This design comes from an exercise in tuning for small area on the open sky130 flow, not from production work.
Only simulation tests tie the RTL to the original design; equivalence was not proved.
Power is estimated from default activity; no workload was simulated.

**config.mk**
```make
export PLATFORM = sky130hd
export DESIGN_NAME = mips_cpu_bus
export DESIGN_NICKNAME = mips_cpu_bus
export VERILOG_FILES = /design/flow/design.v
export SDC_FILE = /design/flow/constraint.sdc
export NUM_CORES = 4
export LEC_CHECK = 0
export CAP_MARGIN = 20
export CORE_MARGIN = 2
export CORE_UTILIZATION = 40
export SLEW_MARGIN = 20
```
**constraint.sdc**
```tcl
create_clock -name core_clock -period 10.0 [get_ports {clk}]
set_input_delay 2.0000 -clock core_clock [delete_from_list [all_inputs] [get_ports {clk}]]
set_output_delay 2.0000 -clock core_clock [all_outputs]
set_load 0.01 [all_outputs]
```
**design.v**
```verilog
package mips_isa_pkg;
  typedef logic [31:0] word_t;
  typedef logic [4:0]  reg_addr_t;
  typedef logic [5:0]  opcode_t;
  typedef logic [5:0]  funct_t;
  typedef logic [15:0] imm_t;
  localparam opcode_t OP_RTYPE = 6'h00;
  localparam opcode_t OP_J     = 6'h02;
  localparam opcode_t OP_BEQ   = 6'h04;
  localparam opcode_t OP_BNE   = 6'h05;
  localparam opcode_t OP_ADDIU = 6'h09;
  localparam opcode_t OP_ORI   = 6'h0d;
  localparam opcode_t OP_LUI   = 6'h0f;
  localparam opcode_t OP_LW    = 6'h23;
  localparam opcode_t OP_SW    = 6'h2b;
  localparam funct_t FN_SLL  = 6'h00;
  localparam funct_t FN_SRL  = 6'h02;
  localparam funct_t FN_JR   = 6'h08;
  localparam funct_t FN_ADDU = 6'h21;
  localparam funct_t FN_SUBU = 6'h23;
  localparam funct_t FN_AND  = 6'h24;
  localparam funct_t FN_OR   = 6'h25;
  localparam funct_t FN_XOR  = 6'h26;
  localparam funct_t FN_SLTU = 6'h2b;
  localparam word_t RESET_VECTOR = 32'hbfc0_0000;
  localparam reg_addr_t REG_V0 = 5'd2;
  localparam reg_addr_t REG_RA = 5'd31;
endpackage
package mips_ctrl_pkg;
  typedef enum logic [2:0] {
    ST_HALT,
    ST_FETCH,
    ST_DECODE,
    ST_EXEC,
    ST_MEM,
    ST_WB
  } cpu_state_e;
  typedef enum logic [3:0] {
    ALU_ADD,
    ALU_SUB,
    ALU_AND,
    ALU_OR,
    ALU_XOR,
    ALU_SLTU,
    ALU_SLL,
    ALU_SRL,
    ALU_LUI
  } alu_func_e;
  typedef enum logic {
    ALU_A_PC,
    ALU_A_REG
  } alu_a_sel_e;
  typedef enum logic [2:0] {
    ALU_B_REG,
    ALU_B_FOUR,
    ALU_B_SEXT,
    ALU_B_SEXT_SH2,
    ALU_B_ZEXT
  } alu_b_sel_e;
  typedef enum logic [1:0] {
    PC_SRC_ALU,
    PC_SRC_ALU_OUT,
    PC_SRC_JUMP,
    PC_SRC_REG_A
  } pc_src_e;
  typedef enum logic {
    REG_DST_RT,
    REG_DST_RD
  } reg_dst_e;
  localparam logic [3:0] BYTE_EN_ALL = 4'b1111;
endpackage
`timescale 1ns/1ps
module mips_cpu_alu
(
  input  mips_ctrl_pkg::alu_func_e  alu_func,
  input  mips_isa_pkg::word_t      a,
  input  mips_isa_pkg::word_t      b,
  input  logic [4:0] shamt,
  output mips_isa_pkg::word_t      result,
  output logic       condition
);
  always_comb begin
    case (alu_func)
      mips_ctrl_pkg::ALU_ADD:  result = a + b;
      mips_ctrl_pkg::ALU_SUB:  result = a - b;
      mips_ctrl_pkg::ALU_AND:  result = a & b;
      mips_ctrl_pkg::ALU_OR:   result = a | b;
      mips_ctrl_pkg::ALU_XOR:  result = a ^ b;
      mips_ctrl_pkg::ALU_SLTU: result = {31'd0, (a < b)};
      mips_ctrl_pkg::ALU_SLL:  result = b << shamt;
      mips_ctrl_pkg::ALU_SRL:  result = b >> shamt;
      mips_ctrl_pkg::ALU_LUI:  result = {b[15:0], 16'h0000};
      default:  result = a + b;
    endcase
  end
  assign condition = (a == b);
endmodule
`timescale 1ns/1ps
module mips_cpu_register_file
(
  input  logic      clk,
  input  logic      reset,
  input  logic      write_enable,
  input  mips_isa_pkg::reg_addr_t read_reg_1,
  input  mips_isa_pkg::reg_addr_t read_reg_2,
  input  mips_isa_pkg::reg_addr_t write_reg,
  input  mips_isa_pkg::word_t     write_data,
  output mips_isa_pkg::word_t     read_data_1,
  output mips_isa_pkg::word_t     read_data_2,
  output mips_isa_pkg::word_t     read_data_v0
);
  mips_isa_pkg::word_t regs [32];
  always_ff @(posedge clk) begin
    if (reset) begin
      for (int i = 0; i < 32; i++) begin
        regs[i] <= '0;
      end
    end else if (write_enable && write_reg != '0) begin
      regs[write_reg] <= write_data;
    end
  end
  assign read_data_1  = regs[read_reg_1];
  assign read_data_2  = regs[read_reg_2];
  assign read_data_v0 = regs[mips_isa_pkg::REG_V0];
endmodule
`timescale 1ns/1ps
module mips_cpu_controller
(
  input  logic       clk,
  input  logic       reset,
  input  mips_isa_pkg::opcode_t    opcode,
  input  mips_isa_pkg::funct_t     funct,
  input  logic       waitrequest,
  input  logic       condition,
  input  logic       pc_is_zero,
  output logic       read,
  output logic       write,
  output logic [3:0] byteenable,
  output logic       pc_write,
  output logic       ir_write,
  output logic       iord,
  output mips_ctrl_pkg::pc_src_e    pc_src,
  output logic       branch_latch,
  output logic       branch_taken,
  output logic       reg_write,
  output mips_ctrl_pkg::reg_dst_e   reg_dst,
  output logic       mem_to_reg,
  output mips_ctrl_pkg::alu_a_sel_e alu_a_sel,
  output mips_ctrl_pkg::alu_b_sel_e alu_b_sel,
  output mips_ctrl_pkg::alu_func_e  alu_func,
  output logic       alu_out_en,
  output logic       active
);
  mips_ctrl_pkg::cpu_state_e state, state_next;
  mips_ctrl_pkg::alu_func_e  rtype_func;
  logic       instr_done;
  always_ff @(posedge clk) begin
    if (reset) begin
      state <= mips_ctrl_pkg::ST_FETCH;
    end else begin
      state <= state_next;
    end
  end
  assign active     = (state != mips_ctrl_pkg::ST_HALT);
  assign byteenable = (read || write) ? mips_ctrl_pkg::BYTE_EN_ALL : 4'b0000;
  always_comb begin
    case (funct)
      mips_isa_pkg::FN_SUBU: rtype_func = mips_ctrl_pkg::ALU_SUB;
      mips_isa_pkg::FN_AND:  rtype_func = mips_ctrl_pkg::ALU_AND;
      mips_isa_pkg::FN_OR:   rtype_func = mips_ctrl_pkg::ALU_OR;
      mips_isa_pkg::FN_XOR:  rtype_func = mips_ctrl_pkg::ALU_XOR;
      mips_isa_pkg::FN_SLTU: rtype_func = mips_ctrl_pkg::ALU_SLTU;
      mips_isa_pkg::FN_SLL:  rtype_func = mips_ctrl_pkg::ALU_SLL;
      mips_isa_pkg::FN_SRL:  rtype_func = mips_ctrl_pkg::ALU_SRL;
      default: rtype_func = mips_ctrl_pkg::ALU_ADD;
    endcase
  end
  always_comb begin
    state_next   = state;
    instr_done   = 1'b0;
    read         = 1'b0;
    write        = 1'b0;
    pc_write     = 1'b0;
    ir_write     = 1'b0;
    iord         = 1'b0;
    pc_src       = mips_ctrl_pkg::PC_SRC_ALU;
    branch_latch = 1'b0;
    branch_taken = 1'b0;
    reg_write    = 1'b0;
    reg_dst      = mips_ctrl_pkg::REG_DST_RT;
    mem_to_reg   = 1'b0;
    alu_a_sel    = mips_ctrl_pkg::ALU_A_PC;
    alu_b_sel    = mips_ctrl_pkg::ALU_B_FOUR;
    alu_func     = mips_ctrl_pkg::ALU_ADD;
    alu_out_en   = 1'b0;
    case (state)
      mips_ctrl_pkg::ST_FETCH: begin
        read = 1'b1;
        if (!waitrequest) begin
          ir_write   = 1'b1;
          pc_write   = 1'b1;
          state_next = mips_ctrl_pkg::ST_DECODE;
        end
      end
      mips_ctrl_pkg::ST_DECODE: begin
        alu_b_sel  = mips_ctrl_pkg::ALU_B_SEXT_SH2;
        alu_out_en = 1'b1;
        state_next = mips_ctrl_pkg::ST_EXEC;
      end
      mips_ctrl_pkg::ST_EXEC: begin
        alu_a_sel  = mips_ctrl_pkg::ALU_A_REG;
        alu_out_en = 1'b1;
        state_next = mips_ctrl_pkg::ST_WB;
        case (opcode)
          mips_isa_pkg::OP_RTYPE: begin
            alu_b_sel = mips_ctrl_pkg::ALU_B_REG;
            alu_func  = rtype_func;
            if (funct == mips_isa_pkg::FN_JR) begin
              alu_out_en   = 1'b0;
              pc_src       = mips_ctrl_pkg::PC_SRC_REG_A;
              branch_latch = 1'b1;
              branch_taken = 1'b1;
              instr_done   = 1'b1;
            end
          end
          mips_isa_pkg::OP_ADDIU: alu_b_sel = mips_ctrl_pkg::ALU_B_SEXT;
          mips_isa_pkg::OP_ORI: begin
            alu_b_sel = mips_ctrl_pkg::ALU_B_ZEXT;
            alu_func  = mips_ctrl_pkg::ALU_OR;
          end
          mips_isa_pkg::OP_LUI: begin
            alu_b_sel = mips_ctrl_pkg::ALU_B_ZEXT;
            alu_func  = mips_ctrl_pkg::ALU_LUI;
          end
          mips_isa_pkg::OP_LW, mips_isa_pkg::OP_SW: begin
            alu_b_sel  = mips_ctrl_pkg::ALU_B_SEXT;
            state_next = mips_ctrl_pkg::ST_MEM;
          end
          mips_isa_pkg::OP_BEQ, mips_isa_pkg::OP_BNE: begin
            alu_b_sel    = mips_ctrl_pkg::ALU_B_REG;
            alu_func     = mips_ctrl_pkg::ALU_SUB;
            alu_out_en   = 1'b0;
            pc_src       = mips_ctrl_pkg::PC_SRC_ALU_OUT;
            branch_latch = 1'b1;
            branch_taken = (opcode == mips_isa_pkg::OP_BEQ) ? condition : !condition;
            instr_done   = 1'b1;
          end
          mips_isa_pkg::OP_J: begin
            alu_out_en   = 1'b0;
            pc_src       = mips_ctrl_pkg::PC_SRC_JUMP;
            branch_latch = 1'b1;
            branch_taken = 1'b1;
            instr_done   = 1'b1;
          end
          default: begin
            alu_out_en = 1'b0;
            instr_done = 1'b1;
          end
        endcase
      end
      mips_ctrl_pkg::ST_MEM: begin
        iord = 1'b1;
        if (opcode == mips_isa_pkg::OP_SW) begin
          write = 1'b1;
          if (!waitrequest) begin
            instr_done = 1'b1;
          end
        end else begin
          read = 1'b1;
          if (!waitrequest) begin
            state_next = mips_ctrl_pkg::ST_WB;
          end
        end
      end
      mips_ctrl_pkg::ST_WB: begin
        reg_write  = 1'b1;
        reg_dst    = (opcode == mips_isa_pkg::OP_RTYPE) ? mips_ctrl_pkg::REG_DST_RD : mips_ctrl_pkg::REG_DST_RT;
        mem_to_reg = (opcode == mips_isa_pkg::OP_LW);
        instr_done = 1'b1;
      end
      default: state_next = mips_ctrl_pkg::ST_HALT;
    endcase
    if (instr_done) begin
      state_next = pc_is_zero ? mips_ctrl_pkg::ST_HALT : mips_ctrl_pkg::ST_FETCH;
    end
  end
endmodule
`timescale 1ns/1ps
module mips_cpu_bus
(
  input  logic       clk,
  input  logic       reset,
  output logic       active,
  output mips_isa_pkg::word_t      register_v0,
  output mips_isa_pkg::word_t      address,
  output logic       write,
  output logic       read,
  input  logic       waitrequest,
  output mips_isa_pkg::word_t      writedata,
  output logic [3:0] byteenable,
  input  mips_isa_pkg::word_t      readdata
);
  function automatic logic [31:0] byte_swap(input logic [31:0] w);
    byte_swap = {w[7:0], w[15:8], w[23:16], w[31:24]};
  endfunction
  mips_isa_pkg::word_t pc, ir, reg_a, reg_b, alu_out, mdr;
  mips_isa_pkg::word_t branch_target;
  logic  branch_flag;
  mips_isa_pkg::word_t readdata_swapped;
  mips_isa_pkg::word_t rf_data_1, rf_data_2, rf_write_data;
  mips_isa_pkg::word_t alu_a, alu_b, alu_result;
  mips_isa_pkg::word_t sext_imm, zext_imm, jump_target, pc_next;
  logic  condition, stall, pc_is_zero;
  mips_isa_pkg::opcode_t   opcode;
  mips_isa_pkg::funct_t    funct;
  mips_isa_pkg::reg_addr_t rs, rt, rd, write_reg;
  mips_isa_pkg::imm_t      imm;
  logic [4:0] shamt;
  logic       pc_write, ir_write, iord, branch_latch, branch_taken;
  logic       reg_write, mem_to_reg, alu_out_en;
  mips_ctrl_pkg::pc_src_e    pc_src;
  mips_ctrl_pkg::reg_dst_e   reg_dst;
  mips_ctrl_pkg::alu_a_sel_e alu_a_sel;
  mips_ctrl_pkg::alu_b_sel_e alu_b_sel;
  mips_ctrl_pkg::alu_func_e  alu_func;
  assign opcode = ir[31:26];
  assign rs     = ir[25:21];
  assign rt     = ir[20:16];
  assign rd     = ir[15:11];
  assign shamt  = ir[10:6];
  assign funct  = ir[5:0];
  assign imm    = ir[15:0];
  assign sext_imm    = {{16{imm[15]}}, imm};
  assign zext_imm    = {16'h0000, imm};
  assign jump_target = {pc[31:28], ir[25:0], 2'b00};
  assign readdata_swapped = byte_swap(readdata);
  assign writedata        = byte_swap(reg_b);
  assign address          = iord ? alu_out : pc;
  assign stall      = (read || write) && waitrequest;
  assign pc_is_zero = (pc == '0);
  assign alu_a = (alu_a_sel == mips_ctrl_pkg::ALU_A_REG) ? reg_a : pc;
  always_comb begin
    case (alu_b_sel)
      mips_ctrl_pkg::ALU_B_REG:      alu_b = reg_b;
      mips_ctrl_pkg::ALU_B_FOUR:     alu_b = 32'd4;
      mips_ctrl_pkg::ALU_B_SEXT:     alu_b = sext_imm;
      mips_ctrl_pkg::ALU_B_SEXT_SH2: alu_b = {sext_imm[29:0], 2'b00};
      mips_ctrl_pkg::ALU_B_ZEXT:     alu_b = zext_imm;
      default:        alu_b = reg_b;
    endcase
  end
  always_comb begin
    case (pc_src)
      mips_ctrl_pkg::PC_SRC_ALU:     pc_next = alu_result;
      mips_ctrl_pkg::PC_SRC_ALU_OUT: pc_next = alu_out;
      mips_ctrl_pkg::PC_SRC_JUMP:    pc_next = jump_target;
      mips_ctrl_pkg::PC_SRC_REG_A:   pc_next = reg_a;
      default:        pc_next = alu_result;
    endcase
  end
  assign write_reg     = (reg_dst == mips_ctrl_pkg::REG_DST_RD) ? rd : rt;
  assign rf_write_data = mem_to_reg ? mdr : alu_out;
  always_ff @(posedge clk) begin
    if (reset) begin
      pc          <= mips_isa_pkg::RESET_VECTOR;
      branch_flag <= 1'b0;
    end else begin
      if (pc_write) begin
        pc <= branch_flag ? branch_target : pc_next;
      end
      if (branch_latch) begin
        branch_flag <= branch_taken;
      end else if (pc_write) begin
        branch_flag <= 1'b0;
      end
    end
  end
  always_ff @(posedge clk) begin
    if (ir_write) begin
      ir <= readdata_swapped;
    end
    if (!stall) begin
      reg_a <= rf_data_1;
      reg_b <= rf_data_2;
    end
    if (alu_out_en) begin
      alu_out <= alu_result;
    end
    if (read && iord && !waitrequest) begin
      mdr <= readdata_swapped;
    end
    if (branch_latch) begin
      branch_target <= pc_next;
    end
  end
  mips_cpu_controller u_controller (
    .clk          (clk),
    .reset        (reset),
    .opcode       (opcode),
    .funct        (funct),
    .waitrequest  (waitrequest),
    .condition    (condition),
    .pc_is_zero   (pc_is_zero),
    .read         (read),
    .write        (write),
    .byteenable   (byteenable),
    .pc_write     (pc_write),
    .ir_write     (ir_write),
    .iord         (iord),
    .pc_src       (pc_src),
    .branch_latch (branch_latch),
    .branch_taken (branch_taken),
    .reg_write    (reg_write),
    .reg_dst      (reg_dst),
    .mem_to_reg   (mem_to_reg),
    .alu_a_sel    (alu_a_sel),
    .alu_b_sel    (alu_b_sel),
    .alu_func     (alu_func),
    .alu_out_en   (alu_out_en),
    .active       (active)
  );
  mips_cpu_register_file u_register_file (
    .clk          (clk),
    .reset        (reset),
    .write_enable (reg_write),
    .read_reg_1   (rs),
    .read_reg_2   (rt),
    .write_reg    (write_reg),
    .write_data   (rf_write_data),
    .read_data_1  (rf_data_1),
    .read_data_2  (rf_data_2),
    .read_data_v0 (register_v0)
  );
  mips_cpu_alu u_alu (
    .alu_func  (alu_func),
    .a         (alu_a),
    .b         (alu_b),
    .shamt     (shamt),
    .result    (alu_result),
    .condition (condition)
  );
endmodule
```
**run.sh**
```bash
#!/bin/bash
# synth_recipe.tcl (not shown) runs the flow's synth.tcl, then flattens the netlist and writes it again
# the make line also repeats each setting of config.mk as NAME=value (left out here)
make -C /OpenROAD-flow-scripts/flow DESIGN_CONFIG=/design/flow/config.mk WORK_HOME=/design/flow/orfs CLKGATE_MAP_FILE= SYNTH_SCRIPT=/design/flow/synth_recipe.tcl finish
```
==> summary.txt <==
outcome=finished clean; post-route setup TNS=0 ps; placed cells=7,748; Post-CTS Resized=0; Synth Cell Area=71,860 um2; Slew headroom=0.1874; GRT met3 Usage=0.07221; CP startpoint kind=flop; hold buffers post-CTS=0; met1 Use GR=0.4134; required time of the critical path=~11,000 ps; final instance area=80,340 um2; hold crit path type=flop to flop; measured slew at the worst slew-check pin=1188 ps; VDD IR-drop max=0.1765 mV; vias per std cell=6.700; fin cells=between 7,000 and 8,000; fill cell count=approximately 16,000; via count=53,530; post-detail-place hpwl=about 200,000 um; Syn. warnings=4; Routability Congestion=1.081; Critical path origin=ir[26]; DRC Markers=0; Layout Utilization=0.4503; maximum fanout along the worst path=14; CTS tree=yes; GR peak layer=met2; flops & latches, synth=1,252; routed length per instance=36.24 um; clock buffer count from CTS=133; static leakage=27.72 nW; CTS sink cnt=1,252; Starting Density=0.4028; CTS H-tree lvls=4; Placed Area=76,110 um2; Buffers on Ports=137; first-pass detailed-route iteration total=8; Min Hold Slack=525.2 ps; row cnt=155; Die H=427.9 um; total global routing overflow=0; Synth Flop Type=edfxtp_1; Final Skew=29.24 ps; Setup CP Type=flop to flop; part of the Yosys area used for sequential elements=0.5182; clock latency (worst-skew pair)=790 ps; Mapped Cells=5,623; synthesized area per cell=~13 um2; Worst Hold Launch=branch_target[9]; clk slew on worst S/H paths=60 ps; crit path time final=6401 ps; clk buf depth=3; EDFF count, synth=1,216; post-CTS setup buffers=0; Starting DRT DRC Count=9,439; met2 usage=0.4671; clock root cell=clkbuf_16; area grow syn2layout=11.80%; fraction of registers with async set or reset after synthesis=0; Final Max Tran Viols=0; Critical Path AT=7010 ps; RSZ-0062 raised after global routing=false; Distinct cells, synth=97; GRT Total Usage=0.3101; first-pass GRT wire length=401,200 um; max-cap viol count=0; Critical Path End Type=flop; core area=178,400 um2; vias in the first global route=50,330; fmax=0.1562 GHz; Routed Antenna Nets=0; final hold vios=0; proportion of layout cells with a drive suffix above 1=0.2257; final period utilization=0.6401; die width=427.9 um; aggregate routed wire length=289,600 um; die area=around 180,000 um2; initial antenna violation count=22; largest net degree at the start of global routing=127; pwr dens=between 200 and 250 nW/um2; Final nets=between 5,000 and 6,000; IO Count=138; reg2reg start=ir[26]; final setup fails=0
-- worst max-delay path, cell delays in order (launching register included) --
cell,delay [ps]
edfxtp_1,570
nor2b_1,610
nor2_2,260
a32oi_1,530
nor2_1,210
ha_1,290
fa_1,470
o21ba_2,220
a2111o_1,430
a31oi_1,400
a221oi_1,180
buf_4,190
o31ai_2,650
o2bb2ai_1,150
mux2_2,280
a2111o_1,440
nor2_1,180
o2111ai_1,150
-- power breakdown --
part / leakage [nW] / switching [W] / total [W] / internal (W)
Clock: 2.04 / 0.00212 / 0.00487 / 0.00275
Sequential: 12.7 / 0.000592 / 0.00689 / 0.00630
Combinational: 13.0 / 0.00493 / 0.00766 / 0.00273
Total: 27.7 / 0.00765 / 0.0194 / 0.0118
-- cells in the mapped netlist (19+ instances only) --
library cell | count | area [um2]
nand3_1 | 87 | 435.4
clkbuf_1 | 444 | 1667
mux4_2 | 667 | 15020
mux2i_1 | 74 | 740.7
ha_1 | 96 | 1201
a21o_1 | 21 | 157.7
o21a_1 | 32 | 240.2
inv_1 | 119 | 446.7
nor4_1 | 26 | 162.7
o211ai_1 | 54 | 405.4
buf_1 | 75 | 281.5
nor3_1 | 54 | 270.3
buf_2 | 23 | 115.1
a211oi_1 | 38 | 285.3
mux2_2 | 119 | 1340
a22oi_1 | 19 | 142.6
o21ai_0 | 127 | 635.6
edfxtp_1 | 1216 | 36520
a221oi_1 | 27 | 236.5
and3_1 | 20 | 125.1
nand2b_1 | 19 | 118.9
a21oi_1 | 177 | 885.9
dfxtp_1 | 36 | 720.7
nand4_1 | 28 | 175.2
nor2_1 | 1168 | 4384
and2_1 | 27 | 168.9
xnor2_1 | 20 | 175.2
nand2_1 | 424 | 1592
a31oi_1 | 30 | 187.7
-- state kept, by name, summed over array words and instances (netlist names) --
signal                flops
alu_out                  32
branch_flag               1
branch_target            32
ir                       32
mdr                      32
pc                       32
reg_a                    32
reg_b                    32
u_controller.state        3
u_register_file.regs   1024
-- cells in the final DEF (no fill, tap or decap), types with 28 or more instances in the layout --
master and instances:
a211oi_1 38, a21oi_1 176, a31oi_1 30, buf_4 143, clkbuf_1 33, clkbuf_16 137, clkdlybuf4s50_1 136, conb_1 32
dfxtp_1 36, edfxtp_1 1216, ha_1 96, inv_1 118, mux2_2 119, mux2i_1 42, mux2i_4 32, mux4_2 667
nand2_1 359, nand2_2 56, nand3_1 87, nand4_1 28, nor2_1 1167, nor3_1 48, o211ai_1 54, o21a_1 32
o21ai_0 127
-- final timing paths --
| path | end | slack, ps | cells after the start |
|---|---|---|---|
| setup / recovery | pc[22] | 3600 | 17 |
| hold / removal | pc[9] | 530 | 2 |
| setup reg to reg | pc[22] | 3600 | 17 |
| hold reg to reg | pc[9] | 530 | 2 |
-- logic make-up (layout without fill, tap and decap cells) --
group	after synthesis	after routing	synth area share
AOI/OAI and AO/OA	778	778	0.07564
xor gates and xnor gates	23	23	0.002803
adders and majority gates	98	98	0.01727
buffers and inverters	673	651	0.03594
DFF	1252	1252	0.5182
muxes	860	860	0.2380
other	1	35	0.00005218
and+or+nand+nor	1938	1938	0.1121
-- per-stage QoR --
stage | power, W | setup WS, ps
after floorplan | 0.01109 | 4566
after global placement | 0.01434 | 3464
after detailed placement | 0.01435 | 3393
after CTS | 0.01916 | 3397
after global routing | 0.01988 | 3138
final | 0.01943 | 3599
-- layer usage --
| layer | vias up | routed length (um) |
|---|---|---|
| met3 | 695 | 34680 |
| met2 | 3920 | 128300 |
| met4 | 20 | 20400 |
| met5 | - | 124 |
| met1 | 27510 | 106000 |
| li1 | 21390 | - |
-- final cells by class --
| cell class | count | area, um2 | share of cell area |
|---|---|---|---|
| multi-input cells | 3729 | 32880 | 0.4093 |
| diodes | 3 | 7.507 | 0.00009344 |
| well taps | 2355 | 2947 | 0.03668 |
| flip-flops and latches | 1252 | 37240 | 0.4635 |
| inverters | 125 | 469.2 | 0.005840 |
| clock buffers | 173 | 3593 | 0.04473 |
| repair buffers | 288 | 2623 | 0.03264 |
| clock inverters | 65 | 583.1 | 0.007257 |

## port drivers added, routing unchanged
The results above use ideal ports. As a check the final layout listed here was re-extracted and re-timed, cells and wires unchanged.
Step 1 (the two cells are an assumption about what drives the block):
set clk [get_ports {clk}]
set_driving_cell -lib_cell sky130_fd_sc_hd__clkbuf_16 $clk
set_driving_cell -lib_cell sky130_fd_sc_hd__buf_2 [delete_from_list [all_inputs] $clk]
Step 2, shift: input delay + t, output delay - t, t = (earliest + latest rising clock arrival at the registers) / 2. This alone moves slack from input paths to output paths.
Three values: no drivers, after step 1, after step 2; two values: the first two.
shift t [ns]: 0.852
setup slack, ns: 3.599 / 3.599 / 3.599
slew at the worst register clock pin (ns): 0.07 / 0.07
cell pins on the clock port's net: 1
After both steps this run still meets setup and hold. The setup slack of this run moves by 0.000 ns with the drivers and by 0.000 ns with both steps.
